Context: an optimization exercise on an open-source flow, tuned for a short achievable clock period and few clock cycles per item. The choices shown serve that exercise and are no tape-out recipe.
Only simulation tests tie the RTL to the original design; equivalence was not proved.
The clock input has no modelled driver; a real chip could not lean on it and would need a root buffer or a full tree.
No activity file was given, so power comes from the tool's default toggle rates.

==> v10 <==
Design exec_core, start of the top module:
module exec_core (
  input  wire logic                  clk_i,
  input  wire logic                  arst_n_i,
  input  wire logic                  issue_valid_i,
  output logic                       issue_ready_o,
  input  wire logic [2:0]            issue_alu_op_i,
  input  wire logic                  issue_sub_i,
  input  wire logic                  issue_shift_right_i,
  input  wire logic                  issue_shift_arith_i,
  input  wire logic [4:0]            issue_rs1_i,
  input  wire logic [4:0]            issue_rs2_i,
  input  wire logic                  issue_use_imm_i,
  input  wire logic [31:0]           issue_imm_i,
  input  wire logic [4:0]            issue_rd_i,
  input  wire logic                  issue_write_i,
  input  wire logic                  issue_branch_i,
  input  wire logic [2:0]            issue_branch_cond_i,
  input  wire logic [19:0]           issue_branch_offset_i,
  output logic                       res_valid_o,
  input  wire logic                  res_ready_i,
  output logic                       res_write_o,
  output logic [4:0]                 res_rd_o,
  output logic [31:0]                res_result_o,
  output logic                       res_branch_taken_o,
  output logic [19:0]                res_branch_offset_o
);
  localparam int qdepth = 4;
  logic       ready_q;
  logic [2:0] credit_q;
  logic [2:0] credit_d;
  logic       fire;
  logic       retire;
  logic       res_busy;
  ...
export LEC_CHECK = 0
export ABC_CLOCK_PERIOD_IN_PS = 2000
export CAP_MARGIN = 20
export CORE_MARGIN = 2
export CORE_UTILIZATION = 40
export SLEW_MARGIN = 20
create_clock -name core_clock -period 9.0 [get_ports {clk_i}]
standard.sh (not shown) runs the stock make flow with config.mk's settings and CLKGATE_MAP_FILE= SYNTH_SCRIPT=/design/flow/synth_recipe.tcl, a recipe that flattens the netlist after the stock synthesis.
==> flow/flow/run.sh <==
#!/bin/bash
# Standard layout with two changes: timing repair aims further below the clock period,
# and the clock tree is a hand-built balanced three-level tree (flow/pre_cts.tcl).
set -e
export SETUP_SLACK_MARGIN=6.6
export PRE_CTS_TCL=$PWD/flow/pre_cts.tcl
bash standard.sh > standard.log 2>&1
==> flow/flow/pre_cts.tcl <==
# Hook sourced by ORFS cts.tcl before clock tree synthesis.
# Builds a balanced three-level clock tree by hand (clock port -> 4 root buffers ->
# middle buffers (5 leaves each) -> leaf buffers -> about 18 flip-flops each) and then
# stands in for clock_tree_synthesis,
# so the rest of the standard cts step (legalisation, timing repair) runs unchanged.
source [file join [file dirname [info script]] mycts.tcl]
build_clock_tree clk_i 18 4 sky130_fd_sc_hd__clkbuf_16 5
rename clock_tree_synthesis orfs_clock_tree_synthesis
proc clock_tree_synthesis {args} {
  puts "clock tree already built by pre_cts.tcl"
  set_propagated_clock [all_clocks]
}
Other scripts of this flow, unchanged in this note and not shown: flow/flow/mycts.tcl
==> v21: changes against v10 <==
--- a/flow/design.v
+++ b/flow/design.v
@@ -116,16 +116,19 @@
 endmodule
 `default_nettype wire
 `timescale 1ns/1ps
 `default_nettype none
 module alu (
   input  wire logic [31:0] op1_i,
   input  wire logic [31:0] op2_i,
+  input  wire logic [31:0] add1_i,      
   input  wire logic [31:0] add2_i,      
-  input  wire logic        sub_i,       
+  input  wire logic        cin_i,       
+  input  wire logic [31:0] shl_op_i,    
+  input  wire logic [31:0] shr_op_i,    
   input  wire logic        fill_i,      
   input  wire logic [4:0]  shl_amt_i,   
   input  wire logic [4:0]  shr_amt_i,   
   input  wire logic [4:0]  shl_amt_n_i, 
   input  wire logic [4:0]  shr_amt_n_i,
   input  wire logic        sel_add_i,
   input  wire logic        sel_xor_i,
@@ -136,30 +139,66 @@
   input  wire logic        sel_shl_i,
   input  wire logic        sel_shr_i,
   input  wire logic [5:0]  cond_i,      
   output logic [31:0]      result_o,
   output logic             taken_o
 );
   logic [31:0] sum;
-  logic [32:0] sum_ext;
   logic [31:0] shl;
   logic [31:0] shr;
   logic        fill;
   logic [31:0] shl_st [6];
   logic [31:0] shr_st [6];
   logic        lt, ltu, eq;
-  assign sum_ext = {op1_i, 1'b1} + {add2_i, sub_i};
-  assign sum     = sum_ext[32:1];
+  logic [31:0] add_g [6];
+  logic [31:0] add_p [6];
+  logic [31:0] add_x;
+  always_comb begin
+    add_x    = add1_i ^ add2_i;
+    add_g[0] = add1_i & add2_i;
+    add_p[0] = add_x;
+    add_g[0][0] = add_g[0][0] | (add_p[0][0] & cin_i);
+    for (int l = 0; l < 5; l++) begin
+      for (int i = 0; i < 32; i++) begin
+        if (i >= (1 << l)) begin
+          add_g[l+1][i] = add_g[l][i] | (add_p[l][i] & add_g[l][i - (1 << l)]);
+          add_p[l+1][i] = add_p[l][i] & add_p[l][i - (1 << l)];
+        end else begin
+          add_g[l+1][i] = add_g[l][i];
+          add_p[l+1][i] = add_p[l][i];
+        end
+      end
+    end
+    sum = add_x ^ {add_g[5][30:0], cin_i};
+  end
+  logic [31:0] cmp_g [6];
+  logic [31:0] cmp_p [6];
+  always_comb begin
+    cmp_g[0] = op1_i & ~op2_i;
+    cmp_p[0] = op1_i | ~op2_i;
+    cmp_g[0][0] = cmp_g[0][0] | cmp_p[0][0];
+    for (int l = 0; l < 5; l++) begin
+      for (int i = 0; i < 32; i++) begin
+        if (i >= (1 << l)) begin
+          cmp_g[l+1][i] = cmp_g[l][i] | (cmp_p[l][i] & cmp_g[l][i - (1 << l)]);
+          cmp_p[l+1][i] = cmp_p[l][i] & cmp_p[l][i - (1 << l)];
+        end else begin
+          cmp_g[l+1][i] = cmp_g[l][i];
+          cmp_p[l+1][i] = cmp_p[l][i];
+        end
+      end
+    end
+  end
   assign eq  = (op1_i == op2_i);
-  assign lt  = ($signed(op1_i) < $signed(op2_i));
-  assign ltu = (op1_i < op2_i);
-  assign fill = fill_i & op1_i[31];
+  assign ltu = ~cmp_g[5][31];
+  assign lt  = ltu ^ op1_i[31] ^ op2_i[31];
+  assign fill = fill_i & shr_op_i[31];
   always_comb begin
-    shl_st[0] = op1_i;
-    shr_st[0] = op1_i;
+    shl_st[0] = shl_op_i;
+    shr_st[0] = shr_op_i;
     for (int s = 0; s < 5; s++) begin
       for (int i = 0; i < 32; i++) begin
         if ((i < 16) ? shl_amt_i[s] : ~shl_amt_n_i[s]) begin
           shl_st[s+1][i] = (i >= (1 << s)) ? shl_st[s][i - (1 << s)] : 1'b0;
         end else begin
           shl_st[s+1][i] = shl_st[s][i];
         end
@@ -169,21 +208,19 @@
           shr_st[s+1][i] = shr_st[s][i];
         end
       end
     end
   end
   assign shl = shl_st[5];
   assign shr = shr_st[5];
-  assign result_o = ({32{sel_add_i}} & sum)
+  assign result_o = sum | shl | shr
                   | ({32{sel_xor_i}} & (op1_i ^ op2_i))
                   | ({32{sel_or_i}}  & (op1_i | op2_i))
                   | ({32{sel_and_i}} & (op1_i & op2_i))
-                  | {31'd0, (sel_slt_i & lt) | (sel_sltu_i & ltu)}
-                  | ({32{sel_shl_i}} & shl)
-                  | ({32{sel_shr_i}} & shr);
+                  | {31'd0, (sel_slt_i & lt) | (sel_sltu_i & ltu)};
   assign taken_o = (cond_i[0] & eq)  | (cond_i[1] & ~eq) |
                    (cond_i[2] & lt)  | (cond_i[3] & ~lt) |
                    (cond_i[4] & ltu) | (cond_i[5] & ~ltu);
 endmodule
 `default_nettype wire
 `timescale 1ns/1ps
 `default_nettype none
@@ -319,21 +356,24 @@
   assign fwd_w1 = w_wen_q & (w_rd_q == d_rs1_q);
   assign fwd_w2 = w_wen_q & (w_rd_q == d_rs2_q);
   assign opnd1_d = fwd_e1 ? alu_result : (fwd_w1 ? w_result_q : rf_rs1);
   assign opnd2_d = fwd_e2 ? alu_result :
                    (d_use_imm_q ? d_imm_q : (fwd_w2 ? w_result_q : rf_rs2));
   logic [31:0] e_op1_q;
   logic [31:0] e_op2_q;
+  logic [31:0] e_add1_q;
   logic [31:0] e_add2_q;
+  logic        e_cin_q;
+  logic [31:0] e_shl_op_q;
+  logic [31:0] e_shr_op_q;
   logic [4:0]  e_shl_amt_q;
   logic [4:0]  e_shr_amt_q;
   logic [4:0]  e_shl_amt_n_q;
   logic [4:0]  e_shr_amt_n_q;
   logic        e_write_q;
-  logic        e_sub_q;
   logic        e_fill_q;
   logic [7:0]  e_sel_q;
   logic [5:0]  e_cond_q;
   logic [19:0] e_off_q;
   always_ff @(posedge clk_i or negedge arst_n_i) begin
     if (!arst_n_i) begin
       e_valid_q <= 1'b0;
@@ -342,32 +382,38 @@
       e_valid_q <= d_valid_q;
       e_wen_q   <= d_valid_q & d_wen_q;
     end
   end
   always_ff @(posedge clk_i) begin
     e_op1_q     <= opnd1_d;
     e_op2_q     <= opnd2_d;
-    e_add2_q    <= opnd2_d ^ {32{d_sub_q}};
+    e_add1_q    <= d_sel_q[0] ? opnd1_d : 32'd0;
+    e_add2_q    <= d_sel_q[0] ? (opnd2_d ^ {32{d_sub_q}}) : 32'd0;
+    e_cin_q     <= d_sel_q[0] & d_sub_q;
+    e_shl_op_q  <= d_sel_q[6] ? opnd1_d : 32'd0;
+    e_shr_op_q  <= d_sel_q[7] ? opnd1_d : 32'd0;
     e_shl_amt_q <= d_sel_q[6] ? opnd2_d[4:0] : 5'd0;
     e_shr_amt_q <= d_sel_q[7] ? opnd2_d[4:0] : 5'd0;
     e_shl_amt_n_q <= ~(d_sel_q[6] ? opnd2_d[4:0] : 5'd0);
     e_shr_amt_n_q <= ~(d_sel_q[7] ? opnd2_d[4:0] : 5'd0);
     e_rd_q      <= d_rd_q;
     e_write_q   <= d_write_q;
-    e_sub_q     <= d_sub_q;
     e_fill_q    <= d_fill_q;
     e_sel_q     <= d_sel_q;
     e_cond_q    <= d_cond_q;
     e_off_q     <= d_off_q;
   end
   alu u_alu (
     .op1_i      (e_op1_q),
     .op2_i      (e_op2_q),
+    .add1_i     (e_add1_q),
     .add2_i     (e_add2_q),
-    .sub_i      (e_sub_q),
+    .cin_i      (e_cin_q),
+    .shl_op_i   (e_shl_op_q),
+    .shr_op_i   (e_shr_op_q),
     .fill_i     (e_fill_q),
     .shl_amt_i  (e_shl_amt_q),
     .shr_amt_i  (e_shr_amt_q),
     .shl_amt_n_i(e_shl_amt_n_q),
     .shr_amt_n_i(e_shr_amt_n_q),
     .sel_add_i  (e_sel_q[0]),
     .sel_xor_i  (e_sel_q[1]),
==> v6: changes against v10 <==
--- a/flow/design.v
+++ b/flow/design.v
@@ -116,16 +116,19 @@
 endmodule
 `default_nettype wire
 `timescale 1ns/1ps
 `default_nettype none
 module alu (
   input  wire logic [31:0] op1_i,
   input  wire logic [31:0] op2_i,
+  input  wire logic [31:0] add1_i,      
   input  wire logic [31:0] add2_i,      
-  input  wire logic        sub_i,       
+  input  wire logic        cin_i,       
+  input  wire logic [31:0] shl_op_i,    
+  input  wire logic [31:0] shr_op_i,    
   input  wire logic        fill_i,      
   input  wire logic [4:0]  shl_amt_i,   
   input  wire logic [4:0]  shr_amt_i,   
   input  wire logic [4:0]  shl_amt_n_i, 
   input  wire logic [4:0]  shr_amt_n_i,
   input  wire logic        sel_add_i,
   input  wire logic        sel_xor_i,
@@ -136,30 +139,65 @@
   input  wire logic        sel_shl_i,
   input  wire logic        sel_shr_i,
   input  wire logic [5:0]  cond_i,      
   output logic [31:0]      result_o,
   output logic             taken_o
 );
   logic [31:0] sum;
-  logic [32:0] sum_ext;
   logic [31:0] shl;
   logic [31:0] shr;
   logic        fill;
   logic [31:0] shl_st [6];
   logic [31:0] shr_st [6];
   logic        lt, ltu, eq;
-  assign sum_ext = {op1_i, 1'b1} + {add2_i, sub_i};
-  assign sum     = sum_ext[32:1];
+  logic [31:0] add_g [6];
+  logic [31:0] add_p [6];
+  logic [31:0] add_x;
+  always_comb begin
+    add_x    = add1_i ^ add2_i;
+    add_g[0] = add1_i & add2_i;
+    add_p[0] = add_x;
+    for (int l = 0; l < 5; l++) begin
+      for (int i = 0; i < 32; i++) begin
+        if (i >= (1 << l)) begin
+          add_g[l+1][i] = add_g[l][i] | (add_p[l][i] & add_g[l][i - (1 << l)]);
+          add_p[l+1][i] = add_p[l][i] & add_p[l][i - (1 << l)];
+        end else begin
+          add_g[l+1][i] = add_g[l][i];
+          add_p[l+1][i] = add_p[l][i];
+        end
+      end
+    end
+    sum = add_x ^ {add_g[5][30:0] | (add_p[5][30:0] & {31{cin_i}}), cin_i};
+  end
+  logic [31:0] cmp_g [6];
+  logic [31:0] cmp_p [6];
+  always_comb begin
+    cmp_g[0] = op1_i & ~op2_i;
+    cmp_p[0] = op1_i | ~op2_i;
+    cmp_g[0][0] = cmp_g[0][0] | cmp_p[0][0];
+    for (int l = 0; l < 5; l++) begin
+      for (int i = 0; i < 32; i++) begin
+        if (i >= (1 << l)) begin
+          cmp_g[l+1][i] = cmp_g[l][i] | (cmp_p[l][i] & cmp_g[l][i - (1 << l)]);
+          cmp_p[l+1][i] = cmp_p[l][i] & cmp_p[l][i - (1 << l)];
+        end else begin
+          cmp_g[l+1][i] = cmp_g[l][i];
+          cmp_p[l+1][i] = cmp_p[l][i];
+        end
+      end
+    end
+  end
   assign eq  = (op1_i == op2_i);
-  assign lt  = ($signed(op1_i) < $signed(op2_i));
-  assign ltu = (op1_i < op2_i);
-  assign fill = fill_i & op1_i[31];
+  assign ltu = ~cmp_g[5][31];
+  assign lt  = ltu ^ op1_i[31] ^ op2_i[31];
+  assign fill = fill_i & shr_op_i[31];
   always_comb begin
-    shl_st[0] = op1_i;
-    shr_st[0] = op1_i;
+    shl_st[0] = shl_op_i;
+    shr_st[0] = shr_op_i;
     for (int s = 0; s < 5; s++) begin
       for (int i = 0; i < 32; i++) begin
         if ((i < 16) ? shl_amt_i[s] : ~shl_amt_n_i[s]) begin
           shl_st[s+1][i] = (i >= (1 << s)) ? shl_st[s][i - (1 << s)] : 1'b0;
         end else begin
           shl_st[s+1][i] = shl_st[s][i];
         end
@@ -169,21 +207,19 @@
           shr_st[s+1][i] = shr_st[s][i];
         end
       end
     end
   end
   assign shl = shl_st[5];
   assign shr = shr_st[5];
-  assign result_o = ({32{sel_add_i}} & sum)
+  assign result_o = sum | shl | shr
                   | ({32{sel_xor_i}} & (op1_i ^ op2_i))
                   | ({32{sel_or_i}}  & (op1_i | op2_i))
                   | ({32{sel_and_i}} & (op1_i & op2_i))
-                  | {31'd0, (sel_slt_i & lt) | (sel_sltu_i & ltu)}
-                  | ({32{sel_shl_i}} & shl)
-                  | ({32{sel_shr_i}} & shr);
+                  | {31'd0, (sel_slt_i & lt) | (sel_sltu_i & ltu)};
   assign taken_o = (cond_i[0] & eq)  | (cond_i[1] & ~eq) |
                    (cond_i[2] & lt)  | (cond_i[3] & ~lt) |
                    (cond_i[4] & ltu) | (cond_i[5] & ~ltu);
 endmodule
 `default_nettype wire
 `timescale 1ns/1ps
 `default_nettype none
@@ -319,21 +355,24 @@
   assign fwd_w1 = w_wen_q & (w_rd_q == d_rs1_q);
   assign fwd_w2 = w_wen_q & (w_rd_q == d_rs2_q);
   assign opnd1_d = fwd_e1 ? alu_result : (fwd_w1 ? w_result_q : rf_rs1);
   assign opnd2_d = fwd_e2 ? alu_result :
                    (d_use_imm_q ? d_imm_q : (fwd_w2 ? w_result_q : rf_rs2));
   logic [31:0] e_op1_q;
   logic [31:0] e_op2_q;
+  logic [31:0] e_add1_q;
   logic [31:0] e_add2_q;
+  logic        e_cin_q;
+  logic [31:0] e_shl_op_q;
+  logic [31:0] e_shr_op_q;
   logic [4:0]  e_shl_amt_q;
   logic [4:0]  e_shr_amt_q;
   logic [4:0]  e_shl_amt_n_q;
   logic [4:0]  e_shr_amt_n_q;
   logic        e_write_q;
-  logic        e_sub_q;
   logic        e_fill_q;
   logic [7:0]  e_sel_q;
   logic [5:0]  e_cond_q;
   logic [19:0] e_off_q;
   always_ff @(posedge clk_i or negedge arst_n_i) begin
     if (!arst_n_i) begin
       e_valid_q <= 1'b0;
@@ -342,32 +381,38 @@
       e_valid_q <= d_valid_q;
       e_wen_q   <= d_valid_q & d_wen_q;
     end
   end
   always_ff @(posedge clk_i) begin
     e_op1_q     <= opnd1_d;
     e_op2_q     <= opnd2_d;
-    e_add2_q    <= opnd2_d ^ {32{d_sub_q}};
+    e_add1_q    <= d_sel_q[0] ? opnd1_d : 32'd0;
+    e_add2_q    <= d_sel_q[0] ? (opnd2_d ^ {32{d_sub_q}}) : 32'd0;
+    e_cin_q     <= d_sel_q[0] & d_sub_q;
+    e_shl_op_q  <= d_sel_q[6] ? opnd1_d : 32'd0;
+    e_shr_op_q  <= d_sel_q[7] ? opnd1_d : 32'd0;
     e_shl_amt_q <= d_sel_q[6] ? opnd2_d[4:0] : 5'd0;
     e_shr_amt_q <= d_sel_q[7] ? opnd2_d[4:0] : 5'd0;
     e_shl_amt_n_q <= ~(d_sel_q[6] ? opnd2_d[4:0] : 5'd0);
     e_shr_amt_n_q <= ~(d_sel_q[7] ? opnd2_d[4:0] : 5'd0);
     e_rd_q      <= d_rd_q;
     e_write_q   <= d_write_q;
-    e_sub_q     <= d_sub_q;
     e_fill_q    <= d_fill_q;
     e_sel_q     <= d_sel_q;
     e_cond_q    <= d_cond_q;
     e_off_q     <= d_off_q;
   end
   alu u_alu (
     .op1_i      (e_op1_q),
     .op2_i      (e_op2_q),
+    .add1_i     (e_add1_q),
     .add2_i     (e_add2_q),
-    .sub_i      (e_sub_q),
+    .cin_i      (e_cin_q),
+    .shl_op_i   (e_shl_op_q),
+    .shr_op_i   (e_shr_op_q),
     .fill_i     (e_fill_q),
     .shl_amt_i  (e_shl_amt_q),
     .shr_amt_i  (e_shr_amt_q),
     .shl_amt_n_i(e_shl_amt_n_q),
     .shr_amt_n_i(e_shr_amt_n_q),
     .sel_add_i  (e_sel_q[0]),
     .sel_xor_i  (e_sel_q[1]),
==> flow/flow/run.sh (replaced) <==
#!/bin/bash
# Standard layout with two changes: timing repair aims further below the clock period,
# and the clock tree is a hand-built balanced tree of clock inverters (flow/pre_cts.tcl).
set -e
export SETUP_SLACK_MARGIN=6.6
export PRE_CTS_TCL=$PWD/flow/pre_cts.tcl
bash standard.sh > standard.log 2>&1
==> flow/flow/mytree.tcl (new file) <==
# Generic balanced clock tree built by hand, level by level from the flip-flops up.
# sizes: fan-out of each level from the bottom (sinks per leaf driver, leaves per next
# driver, ...); the top level always has n_roots drivers fed by the clock port.
source [file join [file dirname [info script]] mycts.tcl]

proc out_term {inst} {
  foreach it [$inst getITerms] {
    if {[$it isOutputSignal]} { return $it }
  }
}
proc in_term {inst} {
  foreach it [$inst getITerms] {
    if {[$it isInputSignal]} { return $it }
  }
}

proc build_tree_levels {clk_port sizes n_roots cell} {
  set db [ord::get_db]
  set block [ord::get_db_block]
  set master [$db findMaster $cell]
  set clk_net [$block findNet $clk_port]
  # current loads: list of {iterm x y}
  set loads {}
  foreach it [$clk_net getITerms] {
    set inst [$it getInst]
    set loc [$inst getLocation]
    set m [$inst getMaster]
    lappend loads [list $it [expr {[lindex $loc 0] + [$m getWidth] / 2}] [expr {[lindex $loc 1] + [$m getHeight] / 2}]]
  }
  set nlev [expr {[llength $sizes] + 1}]
  for {set lev 0} {$lev < $nlev} {incr lev} {
    set n [llength $loads]
    if {$lev == $nlev - 1} {
      set k $n_roots
    } else {
      set k [expr {int(ceil(1.0 * $n / [lindex $sizes $lev]))}]
    }
    set pts [lmap l $loads {list [lindex $l 1] [lindex $l 2]}]
    set slackf [expr {$lev == 0 ? 1.05 : 1.0}]
    lassign [kmeans $pts $k 12 $slackf] assign cx cy
    set newloads {}
    set nets {}
    for {set c 0} {$c < $k} {incr c} {
      set inst [odb::dbInst_create $block $master "cts_l${lev}_$c"]
      $inst setLocation [expr {int([lindex $cx $c])}] [expr {int([lindex $cy $c])}]
      $inst setPlacementStatus PLACED
      set net [odb::dbNet_create $block "clknet_l${lev}_$c"]
      $net setSigType CLOCK
      [out_term $inst] connect $net
      lappend nets $net
      lappend newloads [list [in_term $inst] [lindex $cx $c] [lindex $cy $c]]
    }
    set i 0
    foreach l $loads {
      set it [lindex $l 0]
      $it disconnect
      $it connect [lindex $nets [lindex $assign $i]]
      incr i
    }
    puts "mytree: level $lev: $k drivers for $n loads"
    set loads $newloads
  }
  foreach l $loads { [lindex $l 0] connect $clk_net }
}
==> flow/flow/pre_cts.tcl (replaced) <==
# Hook sourced by ORFS cts.tcl before clock tree synthesis.
# Builds a balanced clock tree by hand from four levels of clkinv_16 (an even count, so
# the flip-flops see the clock's own polarity): clock port -> 4 roots -> 2 each ->
# 4 each -> leaf inverters driving about 16 nearby flip-flops each. It then stands in
# for clock_tree_synthesis, so the rest of the standard cts step (legalisation, timing
# repair) runs unchanged.
source [file join [file dirname [info script]] mytree.tcl]
build_tree_levels clk_i {16 4 4} 4 sky130_fd_sc_hd__clkinv_16
# cts.tcl runs repair_clock_inverters after this hook; it would clone the tree's
# inverters next to every flip-flop, so it is skipped as well
rename repair_clock_inverters orfs_repair_clock_inverters
proc repair_clock_inverters {args} {
  puts "clock inverters left as built by pre_cts.tcl"
}
rename clock_tree_synthesis orfs_clock_tree_synthesis
proc clock_tree_synthesis {args} {
  puts "clock tree already built by pre_cts.tcl"
  set_propagated_clock [all_clocks]
}
==> notes <==
- Clock power, highest first: v6, v21, v10.
- In v10 the flip-flop and latch count is lower than in v21, by 93.
- Final area, highest first: v6, v21, v10.
- Sequential power: v10 is lower than v6 (about 5%).
- The highest via count belongs to v6, the lowest to v10.
- The highest first-iteration DRC count belongs to v10, the lowest to v21.
- In v6 the die area is higher than in v10, by about 5%.
Testbench counts of v10, summed over its fixed seeds: cycles 8,032, items 8,000.
Testbench counts of v21, summed over its fixed seeds: cycles 8,032, items 8,000.
Testbench counts of v6, summed over its fixed seeds: cycles 8,032, items 8,000.
No run of this note takes its clock network from TritonCTS; it comes from the design's own scripts or RTL.

-- re-timing with driven ports --
Ports are ideal in the flow. The routed layouts listed here were re-timed in OpenROAD. Step 1 sets driving cells, clkbuf_16 on the clock port and buf_2 on the other inputs (assumed; they add their load-dependent delay and slew). Step 2 times the ports against the registers' clock, not the clock port: input delays grow and output delays shrink by t, the midpoint of the rising clock arrivals with the driver on. Slacks: ideal ports / drivers / drivers and shift; pairs: ideal ports / drivers.
run | t (ns) | setup slack, ns | hold WS [ns] | worst setup path after step 2
v10 | 0.798 | 5.887 / 5.859 / 5.792 | 0.328 / 0.328 / 0.328 | input to register
v21 | 0.815 | 5.883 / 5.819 / 5.639 | 0.297 / 0.296 / 0.296 | input to register
v6 | 0.783 | 5.990 / 5.877 / 5.713 | 0.270 / 0.270 / 0.270 | input to register
After both steps setup and hold are still met in every run listed. For v6, which loses most, drivers alone change the setup slack by -0.113 ns; drivers and shift together by -0.277 ns.
